What follows belongs to an exercise in optimizing a design on an open flow for small area, a short achievable clock period and few clock cycles per item; a production flow would make more cautious choices. Where RTL was checked, it was by simulation tests only, not by an equivalence proof against the original.

==> flow/design.v (excerpt) <==
module pv_perturb_observe_mppt (
	input  logic        clk,
	input  logic        arst_n,
	input  logic        sample_valid,
	output logic        sample_ready,
	input  logic [1:0]  sample_action,
	input  logic [14:0] sample_pv_voltage,
	input  logic [14:0] sample_pv_current,
	input  logic [14:0] sample_charge_current,
	input  logic        sample_pause,
	output logic        result_valid,
	input  logic        result_ready,
	output logic [14:0] result_voltage_ref,
	output logic        result_evaluated,
	output logic        result_forced_pulldown,
	input  logic        cfg_valid,
	output logic        cfg_ready,
	input  logic [2:0]  cfg_index,
	input  logic [15:0] cfg_data
);
	logic [VOLT_W-1:0] low_limit;
	logic [CNT_W-1:0]  interval;
	logic [CNT_W-1:0]  interval_n;
	logic [VOLT_W-1:0] step;
	logic [VOLT_W-1:0] cur_min;
	logic [VOLT_W-1:0] cur_min_n;
	logic [CNT_W-1:0]  filter;
	logic [CNT_W-1:0]  filter_n;
	assign interval = ~interval_n;
	assign cur_min  = ~cur_min_n;
	assign filter   = ~filter_n;
	assign cfg_ready = 1'b1;
	logic [CNT_W:0]    low_minus_step;
	logic [CNT_W-1:0]  low_plus_step;
	logic [CNT_W:0]    low_minus_step_n;    
	logic [CNT_W-1:0]  low_plus_step_n;
	assign low_minus_step = ~low_minus_step_n;
	assign low_plus_step  = ~low_plus_step_n;
	always_ff @(posedge clk) begin
		low_minus_step_n <= ~({2'b00, low_limit} - {2'b00, step});
		low_plus_step_n  <= ~({1'b0, low_limit} + {1'b0, step});
	end
	always_ff @(posedge clk or negedge arst_n) begin
		if (!arst_n) begin
			low_limit <= RST_LOW_LIMIT;
			interval_n <= ~RST_INTERVAL;
			step      <= RST_STEP;
			cur_min_n  <= ~RST_CURRENT_MIN;
  ...
Size in the first run: ~2800 cells after synthesis, about 390 flip-flops.
export LEC_CHECK = 0
export CAP_MARGIN = 20
export CORE_MARGIN = 2
export CORE_UTILIZATION = 40
export SLEW_MARGIN = 20
create_clock -name core_clock -period 11.5 [get_ports {clk}]
standard.sh (not shown) runs the stock make flow with config.mk's settings and CLKGATE_MAP_FILE= SYNTH_SCRIPT=/design/flow/synth_recipe.tcl, a recipe that flattens the netlist after the stock synthesis.
==> flow/flow/run.sh <==
#!/bin/bash
# Standard ORFS layout (the standard.sh), with extra make settings read from
# flow/knobs.txt: the timing repair aims for extra setup slack and the port buffers use a
# plain buffer cell. The clock period and all constraints stay the design's.
set -euo pipefail
mapfile -t KNOBS < <(grep -v '^#' flow/knobs.txt | grep .)
bash standard.sh "${KNOBS[@]}" finish > flow_standard.log 2>&1
==> flow/flow/knobs.txt <==
SETUP_SLACK_MARGIN=7
BUFFER_PORTS_ARGS=-buffer_cell sky130_fd_sc_hd__buf_2
Testbench counts at the start, summed over its fixed seeds: cycles 12,115, items 12,083.
Rerun with:
--- a/flow/design.v
+++ b/flow/design.v
@@ -463,56 +463,46 @@
 	input  logic        result_ready,
 	output logic [14:0] result_voltage_ref,
 	output logic        result_evaluated,
 	output logic        result_forced_pulldown,
 	input  logic        cfg_valid,
 	output logic        cfg_ready,
 	input  logic [2:0]  cfg_index,
 	input  logic [15:0] cfg_data
 );
 	logic [VOLT_W-1:0] low_limit;
 	logic [CNT_W-1:0]  interval;
-	logic [CNT_W-1:0]  interval_n;
 	logic [VOLT_W-1:0] step;
 	logic [VOLT_W-1:0] cur_min;
-	logic [VOLT_W-1:0] cur_min_n;
 	logic [CNT_W-1:0]  filter;
-	logic [CNT_W-1:0]  filter_n;
-	assign interval = ~interval_n;
-	assign cur_min  = ~cur_min_n;
-	assign filter   = ~filter_n;
 	assign cfg_ready = 1'b1;
 	logic [CNT_W:0]    low_minus_step;
 	logic [CNT_W-1:0]  low_plus_step;
-	logic [CNT_W:0]    low_minus_step_n;    
-	logic [CNT_W-1:0]  low_plus_step_n;
-	assign low_minus_step = ~low_minus_step_n;
-	assign low_plus_step  = ~low_plus_step_n;
 	always_ff @(posedge clk) begin
-		low_minus_step_n <= ~({2'b00, low_limit} - {2'b00, step});
-		low_plus_step_n  <= ~({1'b0, low_limit} + {1'b0, step});
+		low_minus_step <= {2'b00, low_limit} - {2'b00, step};
+		low_plus_step  <= {1'b0, low_limit} + {1'b0, step};
 	end
 	always_ff @(posedge clk or negedge arst_n) begin
 		if (!arst_n) begin
 			low_limit <= RST_LOW_LIMIT;
-			interval_n <= ~RST_INTERVAL;
+			interval  <= RST_INTERVAL;
 			step      <= RST_STEP;
-			cur_min_n  <= ~RST_CURRENT_MIN;
-			filter_n   <= ~RST_FILTER;
+			cur_min   <= RST_CURRENT_MIN;
+			filter    <= RST_FILTER;
 		end else if (cfg_valid) begin
 			case (cfg_index)
 				3'd0: low_limit <= cfg_data[VOLT_W-1:0];
-				3'd1: interval_n <= ~cfg_data[CNT_W-1:0];
+				3'd1: interval  <= cfg_data[CNT_W-1:0];
 				3'd2: step      <= cfg_data[VOLT_W-1:0];
-				3'd3: cur_min_n  <= ~cfg_data[VOLT_W-1:0];
-				3'd4: filter_n   <= ~cfg_data[CNT_W-1:0];
+				3'd3: cur_min   <= cfg_data[VOLT_W-1:0];
+				3'd4: filter    <= cfg_data[CNT_W-1:0];
 				default: begin
 				end
 			endcase
 		end
 	end
 	logic              hv_q;     
 	logic              en_q;     
 	logic              hold_q;   
 	logic              adv;      
 	assign sample_ready = en_q;
 	assign adv          = !hold_q;
@@ -577,48 +567,48 @@
 			s2_init  <= (s1_act == 2'd0);
 			s2_tick  <= s1_tick;
 			s2_pause <= s1_tick && s1_pause;
 			s2_eval  <= s1_eval;
 			s2_dist  <= (s1_act == 2'd2);
 			s2_chg   <= s1_chg;
 			s2_v     <= s1_v;
 			s2_ra    <= row_a;
 			s2_rb    <= row_b;
 		end
 	end
-	logic [POWER_W-1:0] prev_p_n_q;    
+	logic [POWER_W-1:0] prev_p_q;
 	logic               prev_p_zero_q;
 	logic               go2;
 	logic [POWER_W-1:0] power;
 	logic [POWER_W-1:0] fall_s, fall_c;
 	logic [POWER_W:0]   fall_sum;
 	logic               pfell;
 	assign go2   = adv && s2_valid;
 	assign power = s2_ra + s2_rb;
-	assign fall_s   = s2_ra ^ s2_rb ^ prev_p_n_q;
-	assign fall_c   = (s2_ra & s2_rb) | (s2_ra & prev_p_n_q) | (s2_rb & prev_p_n_q);
+	assign fall_s   = s2_ra ^ s2_rb ^ ~prev_p_q;
+	assign fall_c   = (s2_ra & s2_rb) | (s2_ra & ~prev_p_q) | (s2_rb & ~prev_p_q);
 	assign fall_sum = {1'b0, fall_s} + {fall_c, 1'b1};
 	assign pfell    = !prev_p_zero_q && !fall_sum[POWER_W];
 	always_ff @(posedge clk or negedge arst_n) begin
 		if (!arst_n)
 			prev_p_zero_q <= 1'b1;
 		else if (go2) begin
 			if (s2_init || s2_pause)
 				prev_p_zero_q <= 1'b1;
 			else if (s2_eval)
 				prev_p_zero_q <= 1'b0;
 		end
 	end
 	always_ff @(posedge clk) begin
 		if (go2 && s2_eval)
-			prev_p_n_q <= ~power;
+			prev_p_q <= power;
 	end
 	logic                s3_valid;
 	logic                s3_init;
 	logic                s3_pause;
 	logic                s3_eval;
 	logic                s3_dist;
 	logic                s3_chg;
 	logic                s3_pge;
 	logic                s3_fell;
 	logic                s3_tick;
 	logic [VOLT_W-1:0]   s3_x;          
After rerunning: Final area came out higher by 2.8%; global-route usage drops by 1.7 points; die area rises by 3.2%; non-clock buffer count goes down by 3; synthesized cell count came out higher by about 7%; register-to-register slack improves by 230 ps.
For the second run of this note, only the layout was checked, not whether the RTL still works.

---

Setup of job 2044:
pv_perturb_observe_mppt, a different RTL version from the one above (not shown whole).
For scale: roughly 3100 cells after synthesis, about 410 flip-flops, ~31000 sq um of cells after synthesis.
export LEC_CHECK = 0
export CAP_MARGIN = 20
export CORE_MARGIN = 2
export CORE_UTILIZATION = 40
export SLEW_MARGIN = 20
create_clock -name core_clock -period 11.5 [get_ports {clk}]
Scripts as last shown in full above: flow/flow/run.sh, flow/flow/knobs.txt
What job 7983 does differently from job 2044 at the input level:
--- a/flow/design.v
+++ b/flow/design.v
@@ -572,41 +572,33 @@
 			s2_v     <= s1_v;
 			s2_ra    <= row_a;
 			s2_rb    <= row_b;
 		end
 	end
 	logic [CNT_W-1:0]   prev_v_q;
 	logic [POWER_W-1:0] prev_p_q;
 	logic               prev_p_zero_q;
 	logic               go2;
 	logic [POWER_W-1:0] power;
-	logic [POWER_W-1:0] fall_s, fall_c;
 	logic [POWER_W:0]   fall_sum;
-	logic [POWER_W-1:0] low_row;
-	logic [POWER_W-1:0] seed_s, seed_c;
 	logic [POWER_W:0]   seed_sum;
 	logic [VOLT_W-1:0]  seed_raw;
 	logic [VOLT_W-1:0]  seed;
 	logic [CNT_W-1:0]   volt_step;
 	logic               pfell;
 	logic               v_gt;
 	logic               v_eq;
 	assign go2   = en_q && s2_valid;
 	assign power = s2_ra + s2_rb;
-	assign fall_s   = s2_ra ^ s2_rb ^ ~prev_p_q;
-	assign fall_c   = (s2_ra & s2_rb) | (s2_ra & ~prev_p_q) | (s2_rb & ~prev_p_q);
-	assign fall_sum = {1'b0, fall_s} + {fall_c, 1'b1};
+	assign fall_sum = {1'b0, s2_ra} + {1'b0, s2_rb} + {1'b0, ~prev_p_q} + (POWER_W+1)'(1);
 	assign pfell    = !prev_p_zero_q && !fall_sum[POWER_W];
-	assign low_row   = ~{7'd0, low_limit, 8'd0};
-	assign seed_s    = s2_ra ^ s2_rb ^ low_row;
-	assign seed_c    = (s2_ra & s2_rb) | (s2_ra & low_row) | (s2_rb & low_row);
-	assign seed_sum  = {1'b0, seed_s} + {seed_c, 1'b1};
+	assign seed_sum  = {1'b0, s2_ra} + {1'b0, s2_rb} + {1'b0, ~{7'd0, low_limit, 8'd0}} + (POWER_W+1)'(1);
 	assign seed_raw  = power[VOLT_W+7:8];
 	assign seed      = seed_sum[POWER_W] ? seed_raw : low_limit;
 	assign volt_step = CNT_W'(s2_v) + CNT_W'(step);
 	assign v_gt      = (CNT_W'(s2_v) > prev_v_q);
 	assign v_eq      = (CNT_W'(s2_v) == prev_v_q);
 	always_ff @(posedge clk or negedge arst_n) begin
 		if (!arst_n) begin
 			prev_v_q      <= '0;
 			prev_p_zero_q <= 1'b1;
 		end else if (go2) begin
--- outcome ---
- When job 7983 is set beside job 2044, its y dimension of the die turns out to be 7.4 um smaller.
- Job 7983 against job 2044: register share of the cell area has increased; largest net degree at the start of global routing has decreased.
- Final weighted congestion in routability-driven placement (lower): job 2044
- Comparing area growth from synthesis to layout for job 7983 and job 2044, the bigger number came from job 7983.
- Sort job 7983 and job 2044 by number of cells in the finished layout apart from fillers, ascending, and job 7983 comes first.
- Summary: with job 2044 as the reference, routed wire length per instance in job 7983 moved up by more than 10%.
- Going from job 2044 to job 7983, highest clock frequency the design can meet decreased by 28% relative to the old numbers; count of plain and timing-repair buffers in the layout increased by 24 relative to the old numbers.
- Job 7983 vs job 2044 on maximum fanout along the worst path: job 7983 is the lower one.
- Of job 7983 and job 2044, job 7983 shows the lower synthesized cell count, with job 2044 above it.
- In job 7983 the worst setup margin turned out 1.61 ns lower than in job 2044.
No functional check of the RTL was part of any run of this note.

---

Another version of the RTL of pv_perturb_observe_mppt (not shown whole).
For scale: about 2900 cells after synthesis, about 360 flip-flops, roughly 92 I/O pins, about 29000 sq um of cells after synthesis.
export LEC_CHECK = 0
export CAP_MARGIN = 20
export CORE_MARGIN = 2
export CORE_UTILIZATION = 40
export SLEW_MARGIN = 20
create_clock -name core_clock -period 11.5 [get_ports {clk}]
==> flow/flow/run.sh <==
#!/bin/bash
# Standard ORFS layout, with the timing repair steps aiming for extra setup slack.
# The clock period and all constraints stay the design's; only the repair target changes.
set -euo pipefail
MARGIN=$(cat flow/margin.txt)
bash standard.sh SETUP_SLACK_MARGIN=$MARGIN finish > flow_standard.log 2>&1
==> flow/flow/margin.txt <==
7
Testbench counts at the start, summed over its fixed seeds: cycles 12,115, items 12,083.
Next try:
--- a/flow/design.v
+++ b/flow/design.v
@@ -33,55 +33,47 @@
 	output logic               forced
 );
 	logic              at_low;
 	logic              go_up;
 	logic [CNT_W-1:0]  up_sum;
 	logic [CNT_W:0]    dn_diff;
-	logic [VOLT_W-1:0] up_ref;
-	logic [VOLT_W-1:0] dn_ref;
-	logic [VOLT_W-1:0] eval_ref;
+	logic [CNT_W:0]    up_low_sum;
+	logic [CNT_W+1:0]  dn_low_sum;
+	logic              up_below;
+	logic              dn_below;
+	logic              sel_low, sel_max, sel_up, sel_dn, sel_load;
 	logic              stall;
 	logic [CNT_W-1:0]  stall_inc;
 	logic              trip_inc;
 	logic              trip_zero;
 	assign at_low  = (ref_q <= low_limit);
 	assign go_up   = at_low ? pge : up_trend;
 	assign up_sum  = CNT_W'(ref_q) + CNT_W'(step);
 	assign dn_diff = (CNT_W+1)'(ref_q) - (CNT_W+1)'(step);
-	always_comb begin
-		if (up_sum < CNT_W'(low_limit))
-			up_ref = low_limit;
-		else if (up_sum[CNT_W-1])
-			up_ref = '1;
-		else
-			up_ref = up_sum[VOLT_W-1:0];
-		if (dn_diff[CNT_W] || (dn_diff[VOLT_W-1:0] < low_limit))
-			dn_ref = low_limit;
-		else
-			dn_ref = dn_diff[VOLT_W-1:0];
-		if (at_low && !pge)
-			eval_ref = low_limit;
-		else if (go_up)
-			eval_ref = up_ref;
-		else
-			eval_ref = dn_ref;
-	end
+	assign up_low_sum = (CNT_W+1)'(ref_q) + (CNT_W+1)'(step) + {1'b0, 1'b1, ~low_limit} + (CNT_W+1)'(1);
+	assign up_below   = !up_low_sum[CNT_W];
+	assign dn_low_sum = (CNT_W+2)'(ref_q) + {2'b00, 1'b1, ~step} + {2'b00, 1'b1, ~low_limit} + (CNT_W+2)'(2);
+	assign dn_below   = !dn_low_sum[CNT_W+1];
+	assign sel_low  = do_eval && ((at_low && !pge) || (go_up ? up_below : dn_below));
+	assign sel_max  = do_eval && !(at_low && !pge) && go_up && !up_below && up_sum[CNT_W-1];
+	assign sel_up   = do_eval && !(at_low && !pge) && go_up && !up_below && !up_sum[CNT_W-1];
+	assign sel_dn   = do_eval && !(at_low && !pge) && !go_up && !dn_below;
+	assign sel_load = !do_eval;
+	assign ref_d = ({VOLT_W{sel_low}}  & low_limit)
+	             | ({VOLT_W{sel_max}})
+	             | ({VOLT_W{sel_up}}   & up_sum[VOLT_W-1:0])
+	             | ({VOLT_W{sel_dn}}   & dn_diff[VOLT_W-1:0])
+	             | ({VOLT_W{sel_load}} & load);
 	assign stall     = (CNT_W'(ref_q) > volt_step) && chg_low;
 	assign stall_inc = stall_q + CNT_W'(1);
 	assign trip_inc  = (stall_inc >= filter);
 	assign trip_zero = (filter == '0);
 	assign forced    = do_disturb && (stall ? trip_inc : trip_zero);
 	assign stall_we  = do_disturb;
 	assign stall_d   = (forced || !stall) ? '0 : stall_inc;
 	assign ref_we = do_seed || do_pause || do_eval || forced;
-	always_comb begin
-		if (do_eval)
-			ref_d = eval_ref;
-		else
-			ref_d = load;
-	end
 endmodule
 module pvpo_mul_tree (
 	input  logic [14:0] a,
 	input  logic [14:0] b,
 	output logic [29:0] row_a,
 	output logic [29:0] row_b
@@ -577,24 +569,26 @@
 	logic [CNT_W-1:0]   prev_v_q;
 	logic [POWER_W-1:0] prev_p_q;
 	logic               prev_p_zero_q;
 	logic               go2;
 	logic [POWER_W-1:0] power;
 	logic [POWER_W:0]   fall_sum;
+	logic [POWER_W:0]   seed_sum;
 	logic [VOLT_W-1:0]  seed_raw;
 	logic [VOLT_W-1:0]  seed;
 	logic [CNT_W-1:0]   volt_step;
 	logic               pfell;
 	logic               v_gt;
 	logic               v_eq;
 	assign go2   = en_q && s2_valid;
 	assign power = s2_ra + s2_rb;
 	assign fall_sum = {1'b0, s2_ra} + {1'b0, s2_rb} + {1'b0, ~prev_p_q} + (POWER_W+1)'(1);
 	assign pfell    = !prev_p_zero_q && !fall_sum[POWER_W];
+	assign seed_sum  = {1'b0, s2_ra} + {1'b0, s2_rb} + {1'b0, ~{7'd0, low_limit, 8'd0}} + (POWER_W+1)'(1);
 	assign seed_raw  = power[VOLT_W+7:8];
-	assign seed      = (seed_raw < low_limit) ? low_limit : seed_raw;
+	assign seed      = seed_sum[POWER_W] ? seed_raw : low_limit;
 	assign volt_step = CNT_W'(s2_v) + CNT_W'(step);
 	assign v_gt      = (CNT_W'(s2_v) > prev_v_q);
 	assign v_eq      = (CNT_W'(s2_v) == prev_v_q);
 	always_ff @(posedge clk or negedge arst_n) begin
 		if (!arst_n) begin
 			prev_v_q      <= '0;
After rerunning: The changed run completed with no timing, DRC or antenna violations; sequential share of layout area shrinks by 1.1 points; synthesized cell count grows by 0.87%; clock-buffer cell count goes up by 6; fmax falls by 7.3%.
The RTL of the second run of this note was laid out without a check of its function.

separate check: timing with driven ports:
In the flow no input, the clock included, has a driving cell. The finished layouts below were timed again as built, in two steps. Step 1 sets driving cells, clkbuf_16 on the clock port and buf_2 on the other inputs (assumed; they add their load-dependent delay and slew). Step 2 adds t to the input delays and takes it off the output delays; t is the mean of the earliest and latest rising clock arrival at the registers after step 1. Input paths then give back, and output paths get back, about the clock's delay inside the block. Three values: no drivers, after step 1, after step 2; two values: the first two.
run | t (ns) | setup WS [ns] | worst register clock-pin slew, ns | pins driven straight from the clock port
the first run of note 1 | 0.658 | 7.192 / 7.192 / 7.192 | 0.08 / 0.08 | 1
the second run of note 1 | 0.659 | 7.419 / 7.419 / 7.419 | 0.06 / 0.06 | 1
job 2044 | 0.647 | 7.341 / 7.341 / 7.341 | 0.06 / 0.06 | 1
job 7983 | 0.654 | 5.734 / 5.734 / 5.734 | 0.06 / 0.06 | 1
the first run of note 3 | 0.649 | 6.962 / 6.962 / 6.891 | 0.06 / 0.06 | 1
the second run of note 3 | 0.664 | 6.602 / 6.602 / 6.602 | 0.07 / 0.07 | 1
After both steps every run listed still meets setup and hold. For the first run of note 3, which loses most, drivers alone change the setup slack by 0.000 ns; drivers and shift together by -0.071 ns.
